Background: an optimization exercise with open tools, aiming at small area. Do not read the settings as production practice. Function was checked by simulation only, so behaviour that the tests miss may differ from the original. Power figures rest on the tool's default switching activity, not on a simulated workload.

==> run X <==
==> flow/design.v <==
package pill_box_pkg;
	typedef logic [7:0] hms_val_t;       
	typedef struct packed {
		hms_val_t hour;
		hms_val_t min;
		hms_val_t sec;
	} hms_t;
	typedef logic [3:0] bcd_digit_t;
	typedef logic [4:0] key_code_t;      
	typedef logic [15:0] key_evt_t;      
	localparam int KEY_FIELD = 0;
	localparam int KEY_UP    = 1;
	localparam int KEY_DOWN  = 2;
	localparam int KEY_MODE  = 3;
	localparam int KEY_SLOT  = 4;
	localparam int KEY_ACK   = 5;
	typedef enum logic [1:0] {
		MODE_TIME,
		MODE_BOX1,
		MODE_BOX2,
		MODE_BOX3
	} menu_mode_t;
	typedef enum logic [2:0] {
		FIELD_NONE,
		FIELD_HOUR,
		FIELD_MIN,
		FIELD_SEC,
		FIELD_ENABLE
	} edit_field_t;
	typedef logic [1:0] slot_idx_t;
	localparam int NUM_BOXES     = 3;
	localparam int SLOTS_PER_BOX = 3;
	typedef struct packed {
		edit_field_t field;
		logic        up;
		logic        down;
	} adj_cmd_t;
	typedef struct packed {
		menu_mode_t mode;
		slot_idx_t  slot;
		logic       editing;     
	} slot_sel_t;
	localparam hms_val_t HOUR_MAX   = 8'd23;
	localparam hms_val_t MINSEC_MAX = 8'd59;
	function automatic hms_val_t step_val(hms_val_t v, hms_val_t max_v, logic up);
		if (up) begin
			step_val = (v == max_v) ? 8'd0 : v + 8'd1;
		end else begin
			step_val = (v == 8'd0) ? max_v : v - 8'd1;
		end
	endfunction
endpackage
module pill_box_top #(
	parameter int TICKS_PER_SEC = 32_768,
	parameter int TONE_DIV      = 8
) (
	input  logic                               clk,
	input  logic                               rst_n,
	input  pill_box_pkg::key_code_t            keyvalue,
	output logic [23:0]                        time_din,
	output logic [27:0]                        pill_box_din,
	output logic                               beep,
	output logic [pill_box_pkg::NUM_BOXES-1:0] alarm_box,
	output pill_box_pkg::menu_mode_t           mode_out,
	output pill_box_pkg::slot_idx_t            index_out
);
	localparam int NSLOT = 9;
	localparam int PW    = $clog2(TICKS_PER_SEC);
	localparam int TW    = $clog2(TONE_DIV) + 1;
	function automatic logic [5:0] step6(logic [5:0] v, logic [5:0] max_v, logic up);
		if (up) step6 = (v == max_v) ? 6'd0 : v + 6'd1;
		else    step6 = (v == 6'd0) ? max_v : v - 6'd1;
	endfunction
	function automatic logic [7:0] bcd60(logic [5:0] v);
		logic [3:0] tens;
		logic [3:0] ones;
		tens  = 4'(v / 6'd10);
		ones  = 4'(v % 6'd10);
		bcd60 = {tens, ones};
	endfunction
	function automatic logic [2:0] kenc(logic [4:0] kv);
		if (!kv[4] && kv[3:0] < 4'd6) kenc = kv[2:0] + 3'd1;
		else                          kenc = 3'd0;
	endfunction
	logic [2:0] k1, k2, k3;
	logic [2:0] k4;      
	logic [5:0] evt;
	always_ff @(posedge clk or negedge rst_n) begin
		if (!rst_n) begin
			k1 <= '0;
			k2 <= '0;
			k3 <= '0;
		end else begin
			k1 <= kenc(keyvalue);
			k2 <= k1;
			k3 <= k2;
		end
	end
	always_ff @(posedge clk) k4 <= k3;
	always_comb begin
		for (int k = 0; k < 6; k++) evt[k] = (k3 == 3'(k + 1)) && (k4 != k3);
	end
	wire ev_field = evt[pill_box_pkg::KEY_FIELD];
	wire ev_up    = evt[pill_box_pkg::KEY_UP];
	wire ev_down  = evt[pill_box_pkg::KEY_DOWN];
	wire ev_mode  = evt[pill_box_pkg::KEY_MODE];
	wire ev_slot  = evt[pill_box_pkg::KEY_SLOT];
	wire ev_ack   = evt[pill_box_pkg::KEY_ACK];
	logic [1:0] mode;
	logic [2:0] field;
	logic [1:0] slot;
	logic [2:0] field_next;
	logic       editing;
	logic       nav_ok;
	logic       adj_up, adj_dn;
	logic       mode_time;
	assign editing   = (field != 3'd0);
	assign mode_time = (mode == 2'd0);
	assign nav_ok    = !editing && !ev_up && !ev_down;
	assign adj_up    = editing && ev_up && !ev_field;
	assign adj_dn    = editing && ev_down && !ev_field && !ev_up;
	always_comb begin
		case (field)
			3'd0:    field_next = 3'd1;
			3'd1:    field_next = 3'd2;
			3'd2:    field_next = 3'd3;
			3'd3:    field_next = mode_time ? 3'd0 : 3'd4;
			default: field_next = 3'd0;
		endcase
	end
	always_ff @(posedge clk or negedge rst_n) begin
		if (!rst_n) begin
			mode  <= '0;
			field <= '0;
			slot  <= '0;
		end else if (ev_field) begin
			field <= field_next;
		end else if (nav_ok && ev_mode) begin
			mode <= mode + 2'd1;
			slot <= '0;
		end else if (nav_ok && ev_slot && !mode_time) begin
			slot <= (slot == 2'd2) ? 2'd0 : slot + 2'd1;
		end
	end
	assign mode_out  = pill_box_pkg::menu_mode_t'(mode);
	assign index_out = slot;
	logic [1:0] mode_d;
	logic [1:0] slot_d;
	logic       pend_up, pend_dn;
	always_ff @(posedge clk or negedge rst_n) begin
		if (!rst_n) begin
			mode_d  <= 2'd1;     
			slot_d  <= '0;
			pend_up <= 1'b0;
			pend_dn <= 1'b0;
		end else begin
			mode_d  <= mode;
			slot_d  <= slot;
			pend_up <= adj_up;
			pend_dn <= adj_dn;
		end
	end
	wire pend = pend_up | pend_dn;
	logic [PW-1:0] presc;
	logic          hold;
	logic          tick;
	logic          new_second;
	assign hold = editing && mode_time;
	assign tick = !hold && (presc == PW'(TICKS_PER_SEC - 1));
	always_ff @(posedge clk or negedge rst_n) begin
		if (!rst_n) begin
			presc      <= '0;
			new_second <= 1'b0;
		end else begin
			new_second <= tick;
			presc      <= hold ? '0 : presc + 1'b1;
		end
	end
	logic [4:0] n_hour;
	logic [5:0] n_min, n_sec;
	logic [4:0] c_hour;
	logic [5:0] c_min, c_sec;   
	always_comb begin
		c_hour = n_hour;
		c_min  = n_min;
		c_sec  = n_sec;
		if (pend && mode_time) begin
			case (field)
				3'd1: c_hour = 5'(step6({1'b0, n_hour}, 6'd23, pend_up));
				3'd2: c_min  = step6(n_min, 6'd59, pend_up);
				3'd3: c_sec  = step6(n_sec, 6'd59, pend_up);
				default: ;
			endcase
		end else if (new_second) begin
			c_sec = step6(n_sec, 6'd59, 1'b1);
			if (n_sec == 6'd59) begin
				c_min = step6(n_min, 6'd59, 1'b1);
				if (n_min == 6'd59) c_hour = 5'(step6({1'b0, n_hour}, 6'd23, 1'b1));
			end
		end
	end
	always_ff @(posedge clk or negedge rst_n) begin
		if (!rst_n) begin
			n_hour <= '0;
			n_min  <= '0;
			n_sec  <= '0;
		end else begin
			n_hour <= c_hour;
			n_min  <= c_min;
			n_sec  <= c_sec;
		end
	end
	logic [NSLOT-1:0][4:0] s_hour;
	logic [NSLOT-1:0][5:0] s_min, s_sec;
	logic [NSLOT-1:0]      s_valid;     
	logic [NSLOT-1:0]      s_en;
	logic [NSLOT-1:0]      selv;        
	logic [4:0]            v_hour;
	logic [5:0]            v_min, v_sec;
	logic                  v_on;
	always_comb begin
		for (int i = 0; i < NSLOT; i++) begin
			selv[i] = (mode_d == 2'(i / 3 + 1)) && (slot_d == 2'(i % 3));
		end
		v_hour = '0;
		v_min  = '0;
		v_sec  = '0;
		v_on   = 1'b0;
		for (int i = 0; i < NSLOT; i++) begin
			if (selv[i] && s_valid[i]) begin
				v_hour = v_hour | s_hour[i];
				v_min  = v_min | s_min[i];
				v_sec  = v_sec | s_sec[i];
			end
			v_on = v_on | (selv[i] & s_en[i]);
		end
	end
	logic       slot_wr;
	logic [4:0] w_hour;
	logic [5:0] w_min, w_sec;
	assign slot_wr = pend && !mode_time;
	always_comb begin
		w_hour = v_hour;
		w_min  = v_min;
		w_sec  = v_sec;
		case (field)
			3'd1: w_hour = 5'(step6({1'b0, v_hour}, 6'd23, pend_up));
			3'd2: w_min  = step6(v_min, 6'd59, pend_up);
			3'd3: w_sec  = step6(v_sec, 6'd59, pend_up);
			default: ;
		endcase
	end
	always_ff @(posedge clk) begin
		for (int i = 0; i < NSLOT; i++) begin
			if (slot_wr && selv[i]) begin
				s_hour[i] <= w_hour;
				s_min[i]  <= w_min;
				s_sec[i]  <= w_sec;
			end
		end
	end
	always_ff @(posedge clk or negedge rst_n) begin
		if (!rst_n) begin
			s_valid <= '0;
			s_en    <= '0;
		end else begin
			for (int i = 0; i < NSLOT; i++) begin
				if (slot_wr && selv[i]) begin
					s_valid[i] <= 1'b1;
					if (field == 3'd4) s_en[i] <= !v_on;
				end
			end
		end
	end
	logic [2:0] alarm_q;
	logic [NSLOT-1:0] hit;
	always_comb begin
		for (int i = 0; i < NSLOT; i++) begin
			hit[i] = s_en[i] && (s_hour[i] == c_hour) && (s_min[i] == c_min) &&
				(s_sec[i] == c_sec) && !(editing && selv[i]);
		end
	end
	always_ff @(posedge clk or negedge rst_n) begin
		if (!rst_n) begin
			alarm_q <= '0;
		end else if (ev_ack) begin
			alarm_q <= '0;
		end else if (new_second) begin
			for (int b = 0; b < 3; b++) begin
				if (|hit[b*3 +: 3]) alarm_q[b] <= 1'b1;
			end
		end
	end
	assign alarm_box = alarm_q;
	logic [TW-1:0] tone_cnt;
	always_ff @(posedge clk or negedge rst_n) begin
		if (!rst_n) tone_cnt <= '0;
		else        tone_cnt <= tone_cnt + 1'b1;
	end
	assign beep = ~(tone_cnt[TW-1] & |alarm_q);
	logic [7:0] th_bcd, tm_bcd, ts_bcd;
	logic [7:0] vh_bcd, vm_bcd, vs_bcd;
	assign th_bcd = bcd60({1'b0, n_hour});
	assign tm_bcd = bcd60(n_min);
	assign ts_bcd = bcd60(n_sec);
	assign vh_bcd = bcd60({1'b0, v_hour});
	assign vm_bcd = bcd60(v_min);
	assign vs_bcd = bcd60(v_sec);
	assign time_din     = {th_bcd, tm_bcd, ts_bcd};
	assign pill_box_din = (mode_d == 2'd0) ? 28'h0FFFFFF :
		{vh_bcd, vm_bcd, vs_bcd, 3'b000, v_on};
endmodule
==> flow/run.sh <==
#!/bin/bash
# synth_recipe.tcl (not shown) runs the flow's synth.tcl, then flattens the netlist and writes it again
# the make line also repeats each setting of config.mk as NAME=value (left out here)
make -C /OpenROAD-flow-scripts/flow DESIGN_CONFIG=/design/flow/config.mk WORK_HOME=/design/flow/orfs CLKGATE_MAP_FILE= SYNTH_SCRIPT=/design/flow/synth_recipe.tcl finish
==> flow/config.mk <==
export PLATFORM = sky130hd
export DESIGN_NAME = pill_box_top
export DESIGN_NICKNAME = pill_box_top
export VERILOG_FILES = /design/flow/design.v
export SDC_FILE = /design/flow/constraint.sdc
export NUM_CORES = 4
export LEC_CHECK = 0
export CAP_MARGIN = 20
export CORE_MARGIN = 2
export CORE_UTILIZATION = 40
export SLEW_MARGIN = 20
==> flow/constraint.sdc <==
create_clock -name core_clock -period 10.0 [get_ports {clk}]
set_input_delay 2.0000 -clock core_clock [delete_from_list [all_inputs] [get_ports {clk}]]
set_output_delay 2.0000 -clock core_clock [all_outputs]
set_load 0.01 [all_outputs]
==> run F: changes against run X <==
--- a/flow/design.v
+++ b/flow/design.v
@@ -67,16 +67,16 @@
 	localparam int NSLOT = 9;
 	localparam int PW    = $clog2(TICKS_PER_SEC);
 	localparam int TW    = $clog2(TONE_DIV) + 1;
-	function automatic logic [5:0] step6(logic [5:0] v, logic [5:0] max_v, logic up);
-		if (up) step6 = (v == max_v) ? 6'd0 : v + 6'd1;
-		else    step6 = (v == 6'd0) ? max_v : v - 6'd1;
-	endfunction
-	function automatic logic [7:0] bcd60(logic [5:0] v);
-		logic [3:0] tens;
-		logic [3:0] ones;
-		tens  = 4'(v / 6'd10);
-		ones  = 4'(v % 6'd10);
-		bcd60 = {tens, ones};
+	function automatic logic [6:0] bstep(logic [6:0] v, logic [6:0] max_v, logic up);
+		if (up) begin
+			if (v == max_v)             bstep = 7'h00;
+			else if (v[3:0] == 4'd9)    bstep = {v[6:4] + 3'd1, 4'd0};
+			else                        bstep = {v[6:4], v[3:0] + 4'd1};
+		end else begin
+			if (v == 7'h00)             bstep = max_v;
+			else if (v[3:0] == 4'd0)    bstep = {v[6:4] - 3'd1, 4'd9};
+			else                        bstep = {v[6:4], v[3:0] - 4'd1};
+		end
 	endfunction
 	function automatic logic [2:0] kenc(logic [4:0] kv);
 		if (!kv[4] && kv[3:0] < 4'd6) kenc = kv[2:0] + 3'd1;
@@ -176,27 +176,35 @@
 			presc      <= hold ? '0 : presc + 1'b1;
 		end
 	end
-	logic [4:0] n_hour;
-	logic [5:0] n_min, n_sec;
-	logic [4:0] c_hour;
-	logic [5:0] c_min, c_sec;   
+	logic [5:0] w_hour;
+	logic [6:0] w_min, w_sec;   
+	logic [5:0] n_hour;
+	logic [6:0] n_min, n_sec;
+	logic [5:0] t_hour;
+	logic [6:0] t_min, t_sec;   
+	logic [5:0] c_hour;
+	logic [6:0] c_min, c_sec;   
+	always_comb begin
+		t_hour = n_hour;
+		t_min  = n_min;
+		t_sec  = bstep(n_sec, 7'h59, 1'b1);
+		if (n_sec == 7'h59) begin
+			t_min = bstep(n_min, 7'h59, 1'b1);
+			if (n_min == 7'h59) t_hour = 6'(bstep({1'b0, n_hour}, 7'h23, 1'b1));
+		end
+	end
 	always_comb begin
 		c_hour = n_hour;
 		c_min  = n_min;
 		c_sec  = n_sec;
 		if (pend && mode_time) begin
-			case (field)
-				3'd1: c_hour = 5'(step6({1'b0, n_hour}, 6'd23, pend_up));
-				3'd2: c_min  = step6(n_min, 6'd59, pend_up);
-				3'd3: c_sec  = step6(n_sec, 6'd59, pend_up);
-				default: ;
-			endcase
+			c_hour = w_hour;     
+			c_min  = w_min;
+			c_sec  = w_sec;
 		end else if (new_second) begin
-			c_sec = step6(n_sec, 6'd59, 1'b1);
-			if (n_sec == 6'd59) begin
-				c_min = step6(n_min, 6'd59, 1'b1);
-				if (n_min == 6'd59) c_hour = 5'(step6({1'b0, n_hour}, 6'd23, 1'b1));
-			end
+			c_hour = t_hour;
+			c_min  = t_min;
+			c_sec  = t_sec;
 		end
 	end
 	always_ff @(posedge clk or negedge rst_n) begin
@@ -210,13 +218,13 @@
 			n_sec  <= c_sec;
 		end
 	end
-	logic [NSLOT-1:0][4:0] s_hour;
-	logic [NSLOT-1:0][5:0] s_min, s_sec;
+	logic [NSLOT-1:0][5:0] s_hour;
+	logic [NSLOT-1:0][6:0] s_min, s_sec;
 	logic [NSLOT-1:0]      s_valid;     
 	logic [NSLOT-1:0]      s_en;
 	logic [NSLOT-1:0]      selv;        
-	logic [4:0]            v_hour;
-	logic [5:0]            v_min, v_sec;
+	logic [5:0]            v_hour;
+	logic [6:0]            v_min, v_sec;
 	logic                  v_on;
 	always_comb begin
 		for (int i = 0; i < NSLOT; i++) begin
@@ -226,6 +234,11 @@
 		v_min  = '0;
 		v_sec  = '0;
 		v_on   = 1'b0;
+		if (mode_d == 2'd0) begin
+			v_hour = n_hour;
+			v_min  = n_min;
+			v_sec  = n_sec;
+		end
 		for (int i = 0; i < NSLOT; i++) begin
 			if (selv[i] && s_valid[i]) begin
 				v_hour = v_hour | s_hour[i];
@@ -236,19 +249,19 @@
 		end
 	end
 	logic       slot_wr;
-	logic [4:0] w_hour;
-	logic [5:0] w_min, w_sec;
 	assign slot_wr = pend && !mode_time;
+	logic [6:0] e_val, e_max, e_new;
 	always_comb begin
-		w_hour = v_hour;
-		w_min  = v_min;
-		w_sec  = v_sec;
 		case (field)
-			3'd1: w_hour = 5'(step6({1'b0, v_hour}, 6'd23, pend_up));
-			3'd2: w_min  = step6(v_min, 6'd59, pend_up);
-			3'd3: w_sec  = step6(v_sec, 6'd59, pend_up);
-			default: ;
+			3'd1:    e_val = {1'b0, v_hour};
+			3'd2:    e_val = v_min;
+			default: e_val = v_sec;
 		endcase
+		e_max = (field == 3'd1) ? 7'h23 : 7'h59;
+		e_new = bstep(e_val, e_max, pend_up);
+		w_hour = (field == 3'd1) ? e_new[5:0] : v_hour;
+		w_min  = (field == 3'd2) ? e_new : v_min;
+		w_sec  = (field == 3'd3) ? e_new : v_sec;
 	end
 	always_ff @(posedge clk) begin
 		for (int i = 0; i < NSLOT; i++) begin
@@ -272,12 +285,41 @@
 			end
 		end
 	end
-	logic [2:0] alarm_q;
+	logic [2:0]       alarm_q;
 	logic [NSLOT-1:0] hit;
+	logic [NSLOT-1:0] m_hit;
+	logic [3:0]       scan;
+	logic [5:0]       sc_hour;
+	logic [6:0]       sc_min, sc_sec;
+	logic             sc_eq;
+	logic             live_eq;
+	always_comb begin
+		sc_hour = '0;
+		sc_min  = '0;
+		sc_sec  = '0;
+		for (int i = 0; i < NSLOT; i++) begin
+			if (scan == 4'(i)) begin
+				sc_hour = sc_hour | s_hour[i];
+				sc_min  = sc_min | s_min[i];
+				sc_sec  = sc_sec | s_sec[i];
+			end
+		end
+	end
+	assign sc_eq   = (sc_hour == t_hour) && (sc_min == t_min) && (sc_sec == t_sec);
+	assign live_eq = (v_hour == t_hour) && (v_min == t_min) && (v_sec == t_sec);
+	always_ff @(posedge clk or negedge rst_n) begin
+		if (!rst_n) scan <= '0;
+		else        scan <= (scan == 4'd8) ? 4'd0 : scan + 4'd1;
+	end
+	always_ff @(posedge clk) begin
+		for (int i = 0; i < NSLOT; i++) begin
+			if (selv[i])              m_hit[i] <= live_eq;
+			else if (scan == 4'(i))   m_hit[i] <= sc_eq;
+		end
+	end
 	always_comb begin
 		for (int i = 0; i < NSLOT; i++) begin
-			hit[i] = s_en[i] && (s_hour[i] == c_hour) && (s_min[i] == c_min) &&
-				(s_sec[i] == c_sec) && !(editing && selv[i]);
+			hit[i] = s_en[i] && (selv[i] ? (live_eq && !editing) : m_hit[i]);
 		end
 	end
 	always_ff @(posedge clk or negedge rst_n) begin
@@ -298,15 +340,7 @@
 		else        tone_cnt <= tone_cnt + 1'b1;
 	end
 	assign beep = ~(tone_cnt[TW-1] & |alarm_q);
-	logic [7:0] th_bcd, tm_bcd, ts_bcd;
-	logic [7:0] vh_bcd, vm_bcd, vs_bcd;
-	assign th_bcd = bcd60({1'b0, n_hour});
-	assign tm_bcd = bcd60(n_min);
-	assign ts_bcd = bcd60(n_sec);
-	assign vh_bcd = bcd60({1'b0, v_hour});
-	assign vm_bcd = bcd60(v_min);
-	assign vs_bcd = bcd60(v_sec);
-	assign time_din     = {th_bcd, tm_bcd, ts_bcd};
+	assign time_din     = {2'b00, n_hour, 1'b0, n_min, 1'b0, n_sec};
 	assign pill_box_din = (mode_d == 2'd0) ? 28'h0FFFFFF :
-		{vh_bcd, vm_bcd, vs_bcd, 3'b000, v_on};
+		{2'b00, v_hour, 1'b0, v_min, 1'b0, v_sec, 3'b000, v_on};
 endmodule
--- a/flow/config.mk
+++ b/flow/config.mk
@@ -7,5 +7,6 @@
 export LEC_CHECK = 0
 export CAP_MARGIN = 20
 export CORE_MARGIN = 2
-export CORE_UTILIZATION = 40
+export CORE_UTILIZATION = 60
+export CTS_BUF_LIST = sky130_fd_sc_hd__clkbuf_4
 export SLEW_MARGIN = 20
==> run summary <==
met3 capacity usage during global routing 0.0634; crit path to pill_box_din[6]; Worst-Margin Slew 1.12 ns; mux share of post-synthesis cell area 0.0262; Psw 2.00 mW; status complete, no violations; sequential cell power 1.39 mW; Tot GR Track Use 0.320
[end of results for run X]
==> run summary <==
mux share of post-synthesis cell area 0.0357; initial antenna violation count 2; sequential cell power 1.69 mW; crit path to pill_box_din[24]; Psw 1.83 mW; Worst-Margin Slew 1.29 ns; met3 capacity usage during global routing 0.144; status complete, no violations; Tot GR Track Use 0.391
[end of results for run F]

## separate check: timing with driven ports
The flow's constraints put no driver on any port. The routed layouts listed below were extracted and timed again, unchanged, in two steps.
Step 1: set_driving_cell puts a clkbuf_16 on clk and a buf_2 on each other input, an assumption about the parent block.
Step 2 moves the port delays by t, midway between the first and last clock arrival at a register: inputs arrive t later, outputs are due t later. That takes back most of the time a late clock gives input paths.
Three values: ideal, step 1, step 2; two values: the first two.
run	t, ns	setup WS [ns]	latest minus earliest clock arrival (ns)	worst register clock-pin slew, ns
run X	0.621	2.701 / 2.647 / 3.268	0.021 / 0.021	0.07 / 0.07
run F	0.725	3.902 / 3.856 / 4.475	0.049 / 0.048	0.08 / 0.08
After both steps setup and hold are still met in every run listed.
